What follows belongs to an exercise in optimizing a design on an open flow for small area; a production flow would make more cautious choices.
At most, simulation tests tie the RTL to the original design; equivalence was not proved.
Power figures rest on the tool's default switching activity, not on a simulated workload.

==> inputs of job 8737 <==
// auto_level_match_gain_core
module auto_level_match_gain_core (
   input  wire logic         clock,
   input  wire logic         reset,
   input  wire logic         req_valid,
   output logic              req_ready,
   input  wire logic [95:0]  req_data,
   output logic              rsp_valid,
   input  wire logic         rsp_ready,
   output logic [78:0]       rsp_data,
   input  wire logic         csr_wr_en,
   input  wire logic [2:0]   csr_index,
   input  wire logic [47:0]  csr_wdata
);
Settings: LEC_CHECK=0, CAP_MARGIN=20, CORE_MARGIN=2, CORE_UTILIZATION=40, SLEW_MARGIN=20; clock period 10.0 ns.
run.sh (not shown) runs the stock make flow with config.mk's settings and CLKGATE_MAP_FILE= SYNTH_SCRIPT=/design/flow/synth_recipe.tcl, a recipe that flattens the netlist after the stock synthesis.
==> job 2756: changes against job 8737 <==
--- a/flow/design.v
+++ b/flow/design.v
@@ -55,37 +55,40 @@
    localparam logic [4:0] ST_BLG  = 5'd14;   
    localparam logic [4:0] ST_GWR  = 5'd15;   
    localparam logic [4:0] ST_SCL  = 5'd16;   
    localparam logic [4:0] ST_SCR  = 5'd17;   
    localparam logic [4:0] ST_OWR  = 5'd18;   
    logic [31:0] energy_coef, activity_coef, up_coef, down_coef, boot_coef;
    logic [16:0] boot_length;
    logic [47:0] gate_energy;
+   wire [47:0] wd_one  = csr_wdata | {48{reset}};
+   wire [47:0] wd_zero = csr_wdata & ~{48{reset}};
+   function automatic logic [47:0] wd_for(input logic [47:0] rst_val);
+      for (int i = 0; i < 48; i++) wd_for[i] = rst_val[i] ? wd_one[i] : wd_zero[i];
+   endfunction
+   wire [47:0] wd_energy   = wd_for(48'(alm_pkg::RST_ENERGY_COEF));
+   wire [47:0] wd_activity = wd_for(48'(alm_pkg::RST_ACTIVITY_COEF));
+   wire [47:0] wd_up       = wd_for(48'(alm_pkg::RST_GAIN_UP_COEF));
+   wire [47:0] wd_down     = wd_for(48'(alm_pkg::RST_GAIN_DOWN_COEF));
+   wire [47:0] wd_boot     = wd_for(48'(alm_pkg::RST_BOOT_COEF));
+   wire [47:0] wd_blen     = wd_for(48'(alm_pkg::RST_BOOT_LENGTH));
+   wire [47:0] wd_gate     = wd_for(alm_pkg::RST_GATE_ENERGY);
+   wire [6:0]  csr_en;
+   for (genvar k = 0; k < 7; k++) begin : g_en
+      assign csr_en[k] = reset | (csr_wr_en && csr_index == 3'(k));
+   end
    always_ff @(posedge clock) begin
-      if (reset) begin
-         energy_coef   <= alm_pkg::RST_ENERGY_COEF;
-         activity_coef <= alm_pkg::RST_ACTIVITY_COEF;
-         up_coef       <= alm_pkg::RST_GAIN_UP_COEF;
-         down_coef     <= alm_pkg::RST_GAIN_DOWN_COEF;
-         boot_coef     <= alm_pkg::RST_BOOT_COEF;
-         boot_length   <= alm_pkg::RST_BOOT_LENGTH;
-         gate_energy   <= alm_pkg::RST_GATE_ENERGY;
-      end else if (csr_wr_en) begin
-         case (csr_index)
-            3'd0: energy_coef   <= csr_wdata[31:0];
-            3'd1: activity_coef <= csr_wdata[31:0];
-            3'd2: up_coef       <= csr_wdata[31:0];
-            3'd3: down_coef     <= csr_wdata[31:0];
-            3'd4: boot_coef     <= csr_wdata[31:0];
-            3'd5: boot_length   <= csr_wdata[16:0];
-            3'd6: gate_energy   <= csr_wdata[47:0];
-            default: ;
-         endcase
-      end
+      if (csr_en[0]) energy_coef   <= wd_energy[31:0];
+      if (csr_en[1]) activity_coef <= wd_activity[31:0];
+      if (csr_en[2]) up_coef       <= wd_up[31:0];
+      if (csr_en[3]) down_coef     <= wd_down[31:0];
+      if (csr_en[4]) boot_coef     <= wd_boot[31:0];
+      if (csr_en[5]) boot_length   <= wd_blen[16:0];
+      if (csr_en[6]) gate_energy   <= wd_gate;
    end
    logic [3:0] ph;          
    logic [4:0] step;
    logic [5:0] pass;        
    logic       rsp_valid_r;
    wire ph0    = (ph == 4'd0);
    wire ph_end = (ph == 4'd11);
    wire busy   = (step != ST_IDLE);
@@ -155,42 +158,64 @@
    wire [3:0] pl_h  = pl_r[3:0];
    wire [3:0] pr_h  = pr_r[3:0];
    wire [3:0] bt_h  = (ph < 4'd4) ? bl_r[3:0] : {3'd0, b16_r & (ph == 4'd4)};
    wire [3:0] uni_d  = C_UNITY[{ph, 2'b00} +: 4];
    wire [3:0] min_d  = C_MIN_G[{ph, 2'b00} +: 4];
    wire [3:0] max_d  = C_MAX_G[{ph, 2'b00} +: 4];
    wire [3:0] r30_d  = C_R30[{ph, 2'b00} +: 4];
    wire [3:0] rstb_d = (ph < 4'd5) ? C_BOOT[{ph[2:0], 2'b00} +: 4] : 4'd0;
-   wire [3:0] gate_d = gate_energy[{ph, 2'b00} +: 4];
+   logic [3:0] gate_d;
+   always_comb begin
+      logic [3:0] g1 [6];
+      logic [3:0] g2 [3];
+      for (int k = 0; k < 6; k++) g1[k] = ph[0] ? gate_energy[8*k+4 +: 4] : gate_energy[8*k +: 4];
+      for (int k = 0; k < 3; k++) g2[k] = ph[1] ? g1[2*k+1] : g1[2*k];
+      gate_d = ph[3] ? g2[2] : (ph[2] ? g2[1] : g2[0]);
+   end
    wire [3:0] blen_d = (ph < 4'd4) ? boot_length[{ph[1:0], 2'b00} +: 4] :
                        {3'd0, boot_length[16] & (ph == 4'd4)};
    function automatic logic [3:0] shr1(input logic [3:0] h, input logic [3:0] n,
                                        input logic at_end);
       shr1 = {at_end ? h[3] : n[0], h[3:1]};
    endfunction
    logic        sgn_rl, sgn_rr, sgn_pl, sgn_pr;
    logic        mb1, mb2, mbn1, mbn2;         
    logic        c1_r, c2_r, c3_r, cA_r, cB_r, bor_r;
    logic [1:0]  dA_r, dR_r, dQ_r;
    logic [2:0]  dT_r;
    logic        dP_r;
    logic        f1_r, f2_r;                   
    logic        gtq, active, ge4, lt4, lo_f, hi_f, tgt_gt, nz;
    logic        qlast, qa, b_r;
    logic        sgn_out;
+   function automatic logic bit32(input logic [31:0] x, input logic [4:0] i);
+      logic [15:0] l1;
+      logic [7:0]  l2;
+      logic [3:0]  l3;
+      logic [1:0]  l4;
+      for (int k = 0; k < 16; k++) l1[k] = i[0] ? x[2*k+1] : x[2*k];
+      for (int k = 0; k < 8; k++)  l2[k] = i[1] ? l1[2*k+1] : l1[2*k];
+      for (int k = 0; k < 4; k++)  l3[k] = i[2] ? l2[2*k+1] : l2[2*k];
+      for (int k = 0; k < 2; k++)  l4[k] = i[3] ? l3[2*k+1] : l3[2*k];
+      bit32 = i[4] ? l4[1] : l4[0];
+   endfunction
    wire [4:0] jb = pass[4:0];
    wire use_boot = active && nz;
-   wire [31:0] gcoef = use_boot ? boot_coef : (tgt_gt ? up_coef : down_coef);
+   wire cb_energy   = bit32(energy_coef, jb);
+   wire cb_activity = bit32(activity_coef, jb);
+   wire cb_up       = bit32(up_coef, jb);
+   wire cb_down     = bit32(down_coef, jb);
+   wire cb_boot     = bit32(boot_coef, jb);
    logic cb;
    always_comb begin
       case (step)
-         ST_BLA:  cb = activity_coef[jb];
-         ST_BLG:  cb = gcoef[jb];
-         default: cb = energy_coef[jb];
+         ST_BLA:  cb = cb_activity;
+         ST_BLG:  cb = use_boot ? cb_boot : (tgt_gt ? cb_up : cb_down);
+         default: cb = cb_energy;
       endcase
    end
    logic [3:0] a1, x1, x2, out1;
    logic       ci1, ci2;
    logic [3:0] a2, b2, out2;
    logic       ci3;
    logic [3:0] xa, ya, xb, yb;
    logic       co1, co2, co3, coA, coB;
Settings changed: CORE_UTILIZATION 40 to 60, CTS_BUF_LIST set to sky130_fd_sc_hd__clkbuf_8.
==> comparison <==
Between job 8737 and job 2756, the lower non-clock buffer count is in job 2756 (gap 14). In job 8737 the cell area is higher than in job 2756, by 4.6%. Against job 8737, the clock power of job 2756 is smaller by about 18%. In job 2756 the synthesized area is smaller than in job 8737, by 2.5%. Against job 2756, the total power of job 8737 is larger by 5.7%. Against job 8737, the global-route usage of job 2756 is higher by 8.0 points. Against job 8737, the combinational power of job 2756 is smaller by 8.7%. Between job 8737 and job 2756, the lower utilization is in job 8737 (gap 23 points). Synthesized cell count: job 8737 is larger than job 2756 (about 38%).
For job 2756, only the layout was checked, not whether the RTL still works.

==> trial 42 <==
Another version of the RTL of auto_level_match_gain_core (not shown whole).
Settings: LEC_CHECK=0, CAP_MARGIN=20, CORE_MARGIN=2, CORE_UTILIZATION=70, SLEW_MARGIN=20; clock period 10.0 ns.
standard.sh (not shown) runs the stock make flow with config.mk's settings and CLKGATE_MAP_FILE= SYNTH_SCRIPT=/design/flow/synth_recipe.tcl, a recipe that flattens the netlist after the stock synthesis.
==> flow/flow/run.sh <==
#!/bin/bash
# The standard layout (standard.sh, ORFS from synthesis to finish) with three changes
# passed to ORFS through its own variables:
#  - the port buffers are sky130_fd_sc_hd__buf_1 instead of the default choice;
#  - clock tree synthesis uses clkbuf_16 buffers, sink clusters of up to 30 and no dummy loads.
# All of ORFS's output goes to standard.log here; each ORFS step also keeps its own log
# under orfs/logs.
set -euo pipefail
export BUFFER_PORTS_ARGS="-buffer_cell sky130_fd_sc_hd__buf_1"
export CTS_ARGS="-sink_clustering_enable -repair_clock_nets -dont_use_dummy_load -buf_list sky130_fd_sc_hd__clkbuf_16 -sink_clustering_size 30 -sink_clustering_max_diameter 55"
bash standard.sh > standard.log 2>&1
==> inputs of trial 3, as changes to trial 42 <==
--- a/flow/design.v
+++ b/flow/design.v
@@ -93,13 +93,13 @@
    wire ph_end = (ph == 4'd11);
    wire busy   = (step != ST_IDLE);
    wire first  = (pass == 6'd0);
    logic [5:0] pass_max;
    always_comb begin
       case (step)
-         ST_SQR, ST_SQP: pass_max = 6'd47;
+         ST_SQR, ST_SQP: pass_max = 6'd23;
          ST_BLR, ST_BLA, ST_BLP, ST_BLG, ST_SCL, ST_SCR: pass_max = 6'd31;
          ST_DIV: pass_max = 6'd61;
          default: pass_max = 6'd0;
       endcase
    end
    wire last = (pass == pass_max);
@@ -175,14 +175,14 @@
                        {3'd0, boot_length[16] & (ph == 4'd4)};
    function automatic logic [3:0] shr1(input logic [3:0] h, input logic [3:0] n,
                                        input logic at_end);
       shr1 = {at_end ? h[3] : n[0], h[3:1]};
    endfunction
    logic        sgn_rl, sgn_rr, sgn_pl, sgn_pr;
-   logic        mb1, mbn1;                    
-   logic        c1_r, c3_r, bor_r;
+   logic        mb1, mb2, mbn1, mbn2;         
+   logic        c1_r, c2_r, c3_r, bor_r;
    logic [1:0]  dA_r, dR_r, dQ_r;
    logic [2:0]  dT_r;
    logic        dP_r;
    logic        f1_r, f2_r;                   
    logic        gtq_n, act_n, ge4_n, lt4_n, lo_n, hi_n, tgt_n, nz;
    wire         gtq = ~gtq_n, active = ~act_n, ge4 = ~ge4_n, lt4 = ~lt4_n;
@@ -218,20 +218,20 @@
          ST_BLA:  cb = cb_activity;
          ST_BLG:  cb = use_boot ? cb_boot : (tgt_gt ? cb_up : cb_down);
          default: cb = cb_energy;
       endcase
    end
    logic [3:0] a1, x1, x2, out1;
-   logic       ci1;
+   logic       ci1, ci2;
    logic [3:0] a2, b2, out2;
    logic       ci3;
-   logic       co1, co3;
+   logic       co1, co2, co3;
    logic [4:0] s1;
    logic       is_sq, is_bl, is_sc, sq_step;
-   logic [3:0] m1, bl_a, bl_x;
-   logic       mbe1, neg1, sq_a, sq_top, sgn_sq;
+   logic [3:0] m1, m2, bl_a, bl_x;
+   logic       mbe1, mbe2, neg1, neg2;
    logic [3:0] p2;
    logic       first_sq;
    logic [3:0] qr_sq, tg_sq;
    logic [1:0] dQ_e;
    logic [2:0] dT_e;
    logic       b_e, srs_e;
@@ -244,19 +244,20 @@
       is_sq = (step == ST_SQR) || (step == ST_SQP);
       is_bl = (step == ST_BLR) || (step == ST_BLA) || (step == ST_BLP) || (step == ST_BLG);
       is_sc = (step == ST_SCL) || (step == ST_SCR);
       d1_e     = ph0 ? 1'b0 : dA_r[1];
       acc_shl1 = {acc_h[2:0], d1_e};
       acc_shr1 = {ph_end ? (is_sc & acc_h[3]) : acc_n[0], acc_h[3:1]};
-      sq_a   = ~pass[0];
-      sq_top = (pass[5:1] == 5'd0);
-      sgn_sq = (step == ST_SQR) ? (sq_a ? sgn_rl : sgn_rr) : (sq_a ? sgn_pl : sgn_pr);
-      m1 = lo_half ? ((step == ST_SQR) ? (sq_a ? qh_r[3:0] : ql_r[3:0]) : (sq_a ? pl_h : pr_h))
-                   : {4{sgn_sq}};
-      mbe1 = sq_top ? sgn_sq : mb1;
-      neg1 = sq_top && mbe1;
+      m1 = (step == ST_SQR) ? (lo_half ? qh_r[3:0] : {4{sgn_rl}}) :
+                              (lo_half ? pl_h : {4{sgn_pl}});
+      m2 = (step == ST_SQR) ? (lo_half ? ql_r[3:0] : {4{sgn_rr}}) :
+                              (lo_half ? pr_h : {4{sgn_pr}});
+      mbe1 = first ? ((step == ST_SQR) ? sgn_rl : sgn_pl) : mb1;
+      mbe2 = first ? ((step == ST_SQR) ? sgn_rr : sgn_pr) : mb2;
+      neg1 = first && mbe1;
+      neg2 = first && mbe2;
       case (step)
          ST_BLR:  bl_x = cb ? re_h : qr_h;
          ST_BLP:  bl_x = cb ? pe_h : qr_h;
          ST_BLA:  bl_x = cb ? ac_h : 4'd0;
          default: bl_x = cb ? gn_h : tg_h;
       endcase
@@ -268,17 +269,18 @@
       endcase
       if (first && step == ST_BLA)      bl_a = 4'd0;
       else if (first && step == ST_BLG) bl_a = tg_h;
       else                              bl_a = acc_h;
       p2 = lo_half ? {((step == ST_SCL) ? pl_h[2:0] : pr_h[2:0]), dP_r & !ph0}
                    : {4{(step == ST_SCL) ? sgn_pl : sgn_pr}};
-      a1 = 4'd0; x1 = 4'd0; ci1 = 1'b0;
+      a1 = 4'd0; x1 = 4'd0; ci1 = 1'b0; ci2 = 1'b0;
       if (is_sq) begin
-         a1  = !sq_a ? acc_h : first ? 4'd0 : acc_shl1;
+         a1  = first ? 4'd0 : acc_shl1;
          x1  = (mbe1 ? m1 : 4'd0) ^ {4{neg1}};
          ci1 = neg1;
+         ci2 = neg2;
       end else if (step == ST_SH1 || step == ST_SH2) begin
          a1 = acc_shr1;
       end else if (is_bl) begin
          if (first && step == ST_BLA)      a1 = 4'd0;
          else if (first && step == ST_BLG) a1 = shr1(tg_h, tg_n, ph_end);
          else                              a1 = acc_shr1;
@@ -294,13 +296,15 @@
       end else if (is_sc) begin
          a1 = first ? r30_d : acc_shr1;
          x1 = mb1 ? p2 : 4'd0;
       end
       s1 = {1'b0, a1} + {1'b0, x1} + {4'd0, (ph0 ? ci1 : c1_r)};
       co1 = s1[4];
-      out1 = s1[3:0];
+      {co2, out1} = {1'b0, s1[3:0]} +
+                    {1'b0, (is_sq ? ((mbe2 ? m2 : 4'd0) ^ {4{neg2}}) : 4'd0)} +
+                    {4'd0, (ph0 ? ci2 : c2_r)};
       first_sq = (pass == 6'd1);
       qq       = {qa, qlast};
       qr_sq    = first_sq ? 4'd0 : qr_h;
       tg_sq    = (first_sq && step == ST_DIV) ? 4'd0 : tg_h;
       b_e      = (first_sq && step == ST_DIV) ? 1'b0 : b_r;
       srs_e    = first_sq ? 1'b1 : b_r;
@@ -324,24 +328,25 @@
       if (step == ST_INIT)     gn_ins = uni_d;
       else if (step == ST_GWR) gn_ins = (f1_r || f2_r) ? uni_d : acc_h;
       else                     gn_ins = gn_r[3:0];
    end
    logic [4:0] nx;
    always_comb begin
-      if (is_sq)               nx = (sq_a ? 5'd23 : 5'd22) - pass[5:1];
+      if (is_sq)               nx = 5'd22 - pass[4:0];
       else if (step == ST_GWR) nx = 5'd0;
       else                     nx = pass[4:0] + 5'd1;
    end
    wire nx_hit = (ph == {1'b0, nx[4:2]});
-   wire [3:0] cap1 = is_sq ? ((step == ST_SQR) ? (sq_a ? ql_r[3:0] : qh_r[3:0])
-                                               : (sq_a ? pr_h : pl_h)) : gn_ins;
+   wire [3:0] cap1 = is_sq ? ((step == ST_SQR) ? qh_r[3:0] : pl_h) : gn_ins;
+   wire [3:0] cap2 = (step == ST_SQR) ? ql_r[3:0] : pr_h;
    wire [3:0] bdec;
    wire       bdec_bo;
    assign {bdec_bo, bdec} = {1'b0, bt_h} - {4'd0, (ph0 ? 1'b1 : bor_r)};
    always_ff @(posedge clock) begin
       c1_r  <= co1;
+      c2_r  <= co2;
       c3_r  <= co3;
       bor_r <= bdec_bo;
       dA_r  <= acc_h[3:2];
       dR_r  <= re_h[3:2];
       dQ_r  <= qr_sq[3:2];
       dT_r  <= tg_sq[3:1];
@@ -416,15 +421,17 @@
             if (ph == 4'd4) b16_r <= active ? bdec[0] : boot_length[16];
          end
       end
       if (busy && ph < 4'd8) gn_r <= {gn_ins, gn_r[31:4]};
       if (nx_hit) begin
          mbn1 <= cap1[nx[1:0]];
+         mbn2 <= cap2[nx[1:0]];
       end
       if (ph_end) begin
          mb1 <= mbn1;
+         mb2 <= mbn2;
       end
       if (ph_end) begin
          if (step == ST_DIV1 || step == ST_DIV) begin
             qa    <= qlast;
             qlast <= ~out1[3];
          end
==> flow/flow/run.sh (replaced) <==
#!/bin/bash
# The standard layout (standard.sh, ORFS from synthesis to finish) with three changes
# passed to ORFS through its own variables:
#  - the port buffers are sky130_fd_sc_hd__buf_1 instead of the default choice;
#  - clock tree synthesis uses clkbuf_4 or clkbuf_8 buffers, sink clusters of 12 and no dummy loads.
# All of ORFS's output goes to standard.log here; each ORFS step also keeps its own log
# under orfs/logs.
set -euo pipefail
export BUFFER_PORTS_ARGS="-buffer_cell sky130_fd_sc_hd__buf_1"
export CTS_ARGS="-sink_clustering_enable -repair_clock_nets -dont_use_dummy_load -buf_list \"sky130_fd_sc_hd__clkbuf_4 sky130_fd_sc_hd__clkbuf_8\" -sink_clustering_size 12 -sink_clustering_max_diameter 30"
bash standard.sh > standard.log 2>&1
==> inputs of build 53, as changes to trial 42 <==
--- a/flow/design.v
+++ b/flow/design.v
@@ -93,13 +93,13 @@
    wire ph_end = (ph == 4'd11);
    wire busy   = (step != ST_IDLE);
    wire first  = (pass == 6'd0);
    logic [5:0] pass_max;
    always_comb begin
       case (step)
-         ST_SQR, ST_SQP: pass_max = 6'd47;
+         ST_SQR, ST_SQP: pass_max = 6'd23;
          ST_BLR, ST_BLA, ST_BLP, ST_BLG, ST_SCL, ST_SCR: pass_max = 6'd31;
          ST_DIV: pass_max = 6'd61;
          default: pass_max = 6'd0;
       endcase
    end
    wire last = (pass == pass_max);
@@ -175,14 +175,14 @@
                        {3'd0, boot_length[16] & (ph == 4'd4)};
    function automatic logic [3:0] shr1(input logic [3:0] h, input logic [3:0] n,
                                        input logic at_end);
       shr1 = {at_end ? h[3] : n[0], h[3:1]};
    endfunction
    logic        sgn_rl, sgn_rr, sgn_pl, sgn_pr;
-   logic        mb1, mbn1;                    
-   logic        c1_r, c3_r, bor_r;
+   logic        mb1, mb2, mbn1, mbn2;         
+   logic        c1_r, c2_r, c3_r, bor_r;
    logic [1:0]  dA_r, dR_r, dQ_r;
    logic [2:0]  dT_r;
    logic        dP_r;
    logic        f1_r, f2_r;                   
    logic        gtq_n, act_n, ge4_n, lt4_n, lo_n, hi_n, tgt_n, nz;
    wire         gtq = ~gtq_n, active = ~act_n, ge4 = ~ge4_n, lt4 = ~lt4_n;
@@ -218,20 +218,20 @@
          ST_BLA:  cb = cb_activity;
          ST_BLG:  cb = use_boot ? cb_boot : (tgt_gt ? cb_up : cb_down);
          default: cb = cb_energy;
       endcase
    end
    logic [3:0] a1, x1, x2, out1;
-   logic       ci1;
+   logic       ci1, ci2;
    logic [3:0] a2, b2, out2;
    logic       ci3;
-   logic       co1, co3;
+   logic       co1, co2, co3;
    logic [4:0] s1;
    logic       is_sq, is_bl, is_sc, sq_step;
-   logic [3:0] m1, bl_a, bl_x;
-   logic       mbe1, neg1, sq_a, sq_top, sgn_sq;
+   logic [3:0] m1, m2, bl_a, bl_x;
+   logic       mbe1, mbe2, neg1, neg2;
    logic [3:0] p2;
    logic       first_sq;
    logic [3:0] qr_sq, tg_sq;
    logic [1:0] dQ_e;
    logic [2:0] dT_e;
    logic       b_e, srs_e;
@@ -244,19 +244,20 @@
       is_sq = (step == ST_SQR) || (step == ST_SQP);
       is_bl = (step == ST_BLR) || (step == ST_BLA) || (step == ST_BLP) || (step == ST_BLG);
       is_sc = (step == ST_SCL) || (step == ST_SCR);
       d1_e     = ph0 ? 1'b0 : dA_r[1];
       acc_shl1 = {acc_h[2:0], d1_e};
       acc_shr1 = {ph_end ? (is_sc & acc_h[3]) : acc_n[0], acc_h[3:1]};
-      sq_a   = ~pass[0];
-      sq_top = (pass[5:1] == 5'd0);
-      sgn_sq = (step == ST_SQR) ? (sq_a ? sgn_rl : sgn_rr) : (sq_a ? sgn_pl : sgn_pr);
-      m1 = lo_half ? ((step == ST_SQR) ? (sq_a ? qh_r[3:0] : ql_r[3:0]) : (sq_a ? pl_h : pr_h))
-                   : {4{sgn_sq}};
-      mbe1 = sq_top ? sgn_sq : mb1;
-      neg1 = sq_top && mbe1;
+      m1 = (step == ST_SQR) ? (lo_half ? qh_r[3:0] : {4{sgn_rl}}) :
+                              (lo_half ? pl_h : {4{sgn_pl}});
+      m2 = (step == ST_SQR) ? (lo_half ? ql_r[3:0] : {4{sgn_rr}}) :
+                              (lo_half ? pr_h : {4{sgn_pr}});
+      mbe1 = first ? ((step == ST_SQR) ? sgn_rl : sgn_pl) : mb1;
+      mbe2 = first ? ((step == ST_SQR) ? sgn_rr : sgn_pr) : mb2;
+      neg1 = first && mbe1;
+      neg2 = first && mbe2;
       case (step)
          ST_BLR:  bl_x = cb ? re_h : qr_h;
          ST_BLP:  bl_x = cb ? pe_h : qr_h;
          ST_BLA:  bl_x = cb ? ac_h : 4'd0;
          default: bl_x = cb ? gn_h : tg_h;
       endcase
@@ -268,17 +269,18 @@
       endcase
       if (first && step == ST_BLA)      bl_a = 4'd0;
       else if (first && step == ST_BLG) bl_a = tg_h;
       else                              bl_a = acc_h;
       p2 = lo_half ? {((step == ST_SCL) ? pl_h[2:0] : pr_h[2:0]), dP_r & !ph0}
                    : {4{(step == ST_SCL) ? sgn_pl : sgn_pr}};
-      a1 = 4'd0; x1 = 4'd0; ci1 = 1'b0;
+      a1 = 4'd0; x1 = 4'd0; ci1 = 1'b0; ci2 = 1'b0;
       if (is_sq) begin
-         a1  = !sq_a ? acc_h : first ? 4'd0 : acc_shl1;
+         a1  = first ? 4'd0 : acc_shl1;
          x1  = (mbe1 ? m1 : 4'd0) ^ {4{neg1}};
          ci1 = neg1;
+         ci2 = neg2;
       end else if (step == ST_SH1 || step == ST_SH2) begin
          a1 = acc_shr1;
       end else if (is_bl) begin
          if (first && step == ST_BLA)      a1 = 4'd0;
          else if (first && step == ST_BLG) a1 = shr1(tg_h, tg_n, ph_end);
          else                              a1 = acc_shr1;
@@ -294,13 +296,15 @@
       end else if (is_sc) begin
          a1 = first ? r30_d : acc_shr1;
          x1 = mb1 ? p2 : 4'd0;
       end
       s1 = {1'b0, a1} + {1'b0, x1} + {4'd0, (ph0 ? ci1 : c1_r)};
       co1 = s1[4];
-      out1 = s1[3:0];
+      {co2, out1} = {1'b0, s1[3:0]} +
+                    {1'b0, (is_sq ? ((mbe2 ? m2 : 4'd0) ^ {4{neg2}}) : 4'd0)} +
+                    {4'd0, (ph0 ? ci2 : c2_r)};
       first_sq = (pass == 6'd1);
       qq       = {qa, qlast};
       qr_sq    = first_sq ? 4'd0 : qr_h;
       tg_sq    = (first_sq && step == ST_DIV) ? 4'd0 : tg_h;
       b_e      = (first_sq && step == ST_DIV) ? 1'b0 : b_r;
       srs_e    = first_sq ? 1'b1 : b_r;
@@ -324,24 +328,25 @@
       if (step == ST_INIT)     gn_ins = uni_d;
       else if (step == ST_GWR) gn_ins = (f1_r || f2_r) ? uni_d : acc_h;
       else                     gn_ins = gn_r[3:0];
    end
    logic [4:0] nx;
    always_comb begin
-      if (is_sq)               nx = (sq_a ? 5'd23 : 5'd22) - pass[5:1];
+      if (is_sq)               nx = 5'd22 - pass[4:0];
       else if (step == ST_GWR) nx = 5'd0;
       else                     nx = pass[4:0] + 5'd1;
    end
    wire nx_hit = (ph == {1'b0, nx[4:2]});
-   wire [3:0] cap1 = is_sq ? ((step == ST_SQR) ? (sq_a ? ql_r[3:0] : qh_r[3:0])
-                                               : (sq_a ? pr_h : pl_h)) : gn_ins;
+   wire [3:0] cap1 = is_sq ? ((step == ST_SQR) ? qh_r[3:0] : pl_h) : gn_ins;
+   wire [3:0] cap2 = (step == ST_SQR) ? ql_r[3:0] : pr_h;
    wire [3:0] bdec;
    wire       bdec_bo;
    assign {bdec_bo, bdec} = {1'b0, bt_h} - {4'd0, (ph0 ? 1'b1 : bor_r)};
    always_ff @(posedge clock) begin
       c1_r  <= co1;
+      c2_r  <= co2;
       c3_r  <= co3;
       bor_r <= bdec_bo;
       dA_r  <= acc_h[3:2];
       dR_r  <= re_h[3:2];
       dQ_r  <= qr_sq[3:2];
       dT_r  <= tg_sq[3:1];
@@ -416,15 +421,17 @@
             if (ph == 4'd4) b16_r <= active ? bdec[0] : boot_length[16];
          end
       end
       if (busy && ph < 4'd8) gn_r <= {gn_ins, gn_r[31:4]};
       if (nx_hit) begin
          mbn1 <= cap1[nx[1:0]];
+         mbn2 <= cap2[nx[1:0]];
       end
       if (ph_end) begin
          mb1 <= mbn1;
+         mb2 <= mbn2;
       end
       if (ph_end) begin
          if (step == ST_DIV1 || step == ST_DIV) begin
             qa    <= qlast;
             qlast <= ~out1[3];
          end
==> flow/flow/run.sh (replaced) <==
#!/bin/bash
# The standard layout (standard.sh, ORFS from synthesis to finish) with three changes
# passed to ORFS through its own variables:
#  - the port buffers are sky130_fd_sc_hd__buf_1 instead of the default choice;
#  - clock tree synthesis uses clkbuf_16 buffers, sink clusters of 24 and no dummy loads.
# All of ORFS's output goes to standard.log here; each ORFS step also keeps its own log
# under orfs/logs.
set -euo pipefail
export BUFFER_PORTS_ARGS="-buffer_cell sky130_fd_sc_hd__buf_1"
export CTS_ARGS="-sink_clustering_enable -repair_clock_nets -dont_use_dummy_load -buf_list sky130_fd_sc_hd__clkbuf_16 -sink_clustering_size 24 -sink_clustering_max_diameter 40"
bash standard.sh > standard.log 2>&1
==> inputs of trial 46, as changes to trial 42 <==
==> flow/flow/run.sh (replaced) <==
#!/bin/bash
# The standard layout (standard.sh, ORFS from synthesis to finish) with three changes
# passed to ORFS through its own variables:
#  - the port buffers are sky130_fd_sc_hd__buf_1 instead of the default choice;
#  - clock tree synthesis uses clkbuf_16 buffers, sink clusters of up to 36 and no dummy loads.
# All of ORFS's output goes to standard.log here; each ORFS step also keeps its own log
# under orfs/logs.
set -euo pipefail
export BUFFER_PORTS_ARGS="-buffer_cell sky130_fd_sc_hd__buf_1"
export CTS_ARGS="-sink_clustering_enable -repair_clock_nets -dont_use_dummy_load -buf_list sky130_fd_sc_hd__clkbuf_16 -sink_clustering_size 36 -sink_clustering_max_diameter 70"
bash standard.sh > standard.log 2>&1
Settings changed: CAP_MARGIN 20 to 0, SLEW_MARGIN 20 to 0.
==> summary of the runs <==
Build 53 completed without violations. Trial 46 finished with timing, DRC and antenna clean. Trial 42 finished with timing, DRC and antenna clean. Trial 3 finished with timing, DRC and antenna clean.
Between trial 46 and build 53, the lower core utilization is in trial 46 (gap 2.3 points).
In trial 3 the synthesized area is higher than in trial 46, by 0.92%.
Between trial 46 and trial 3, the lower hold slack is in trial 46 (gap 19 ps).
Between build 53 and trial 42, the lower clock-buffer cell count is in trial 42 (gap 20).
Between trial 42 and trial 3, the lower critical path depth is in trial 42 (gap 6).
First-iteration DRC count: trial 46 < trial 42 < trial 3 < build 53.
Between trial 46 and trial 3, the lower via count is in trial 46 (gap about 4%, measured against trial 3).
Die area: trial 3 is larger than trial 46 (0.90%).
Total power: trial 46 < trial 42 < trial 3 < build 53.
Synthesized cell count is the same in trial 46 and trial 42.
Register-to-register slack, highest first: trial 42, trial 46, trial 3, build 53.
Only the layout flow was run in trial 3 and build 53; the RTL was not checked for function there.

==> afterwards: timing with drivers on the ports <==
No port has a modelled driver above. Below, the same layouts with a new extraction and two added sets of constraints. Step 1 assumes that a clkbuf_16 drives the clock port and a buf_2 every other input. Step 2 also shifts input and output timing later by t, the mid clock arrival at the registers, as if the neighbouring blocks saw the same clock. Three values: ideal, step 1, step 2; two values: the first two.
| run | shift t [ns] | slack for setup (ns) | worst setup path at the end | latest minus earliest clock arrival (ns) | worst slew at a driven data input, ns |
|---|---|---|---|---|---|
| job 8737 | 0.689 | 1.779 / 1.779 / 1.779 | register to register | 0.033 / 0.033 | 0.09 |
| job 2756 | 0.760 | 2.988 / 2.988 / 2.988 | register to register | 0.051 / 0.050 | 0.08 |
| trial 42 | 0.609 | 4.029 / 4.029 / 4.029 | register to register | 0.101 / 0.102 | 0.06 |
| trial 3 | 0.685 | 2.929 / 2.929 / 2.929 | register to register | 0.097 / 0.097 | 0.07 |
| build 53 | 0.654 | 2.774 / 2.774 / 2.774 | register to register | 0.062 / 0.062 | 0.09 |
| trial 46 | 0.633 | 3.983 / 3.983 / 3.983 | register to register | 0.095 / 0.095 | 0.06 |
After both steps setup and hold are still met in every run listed.
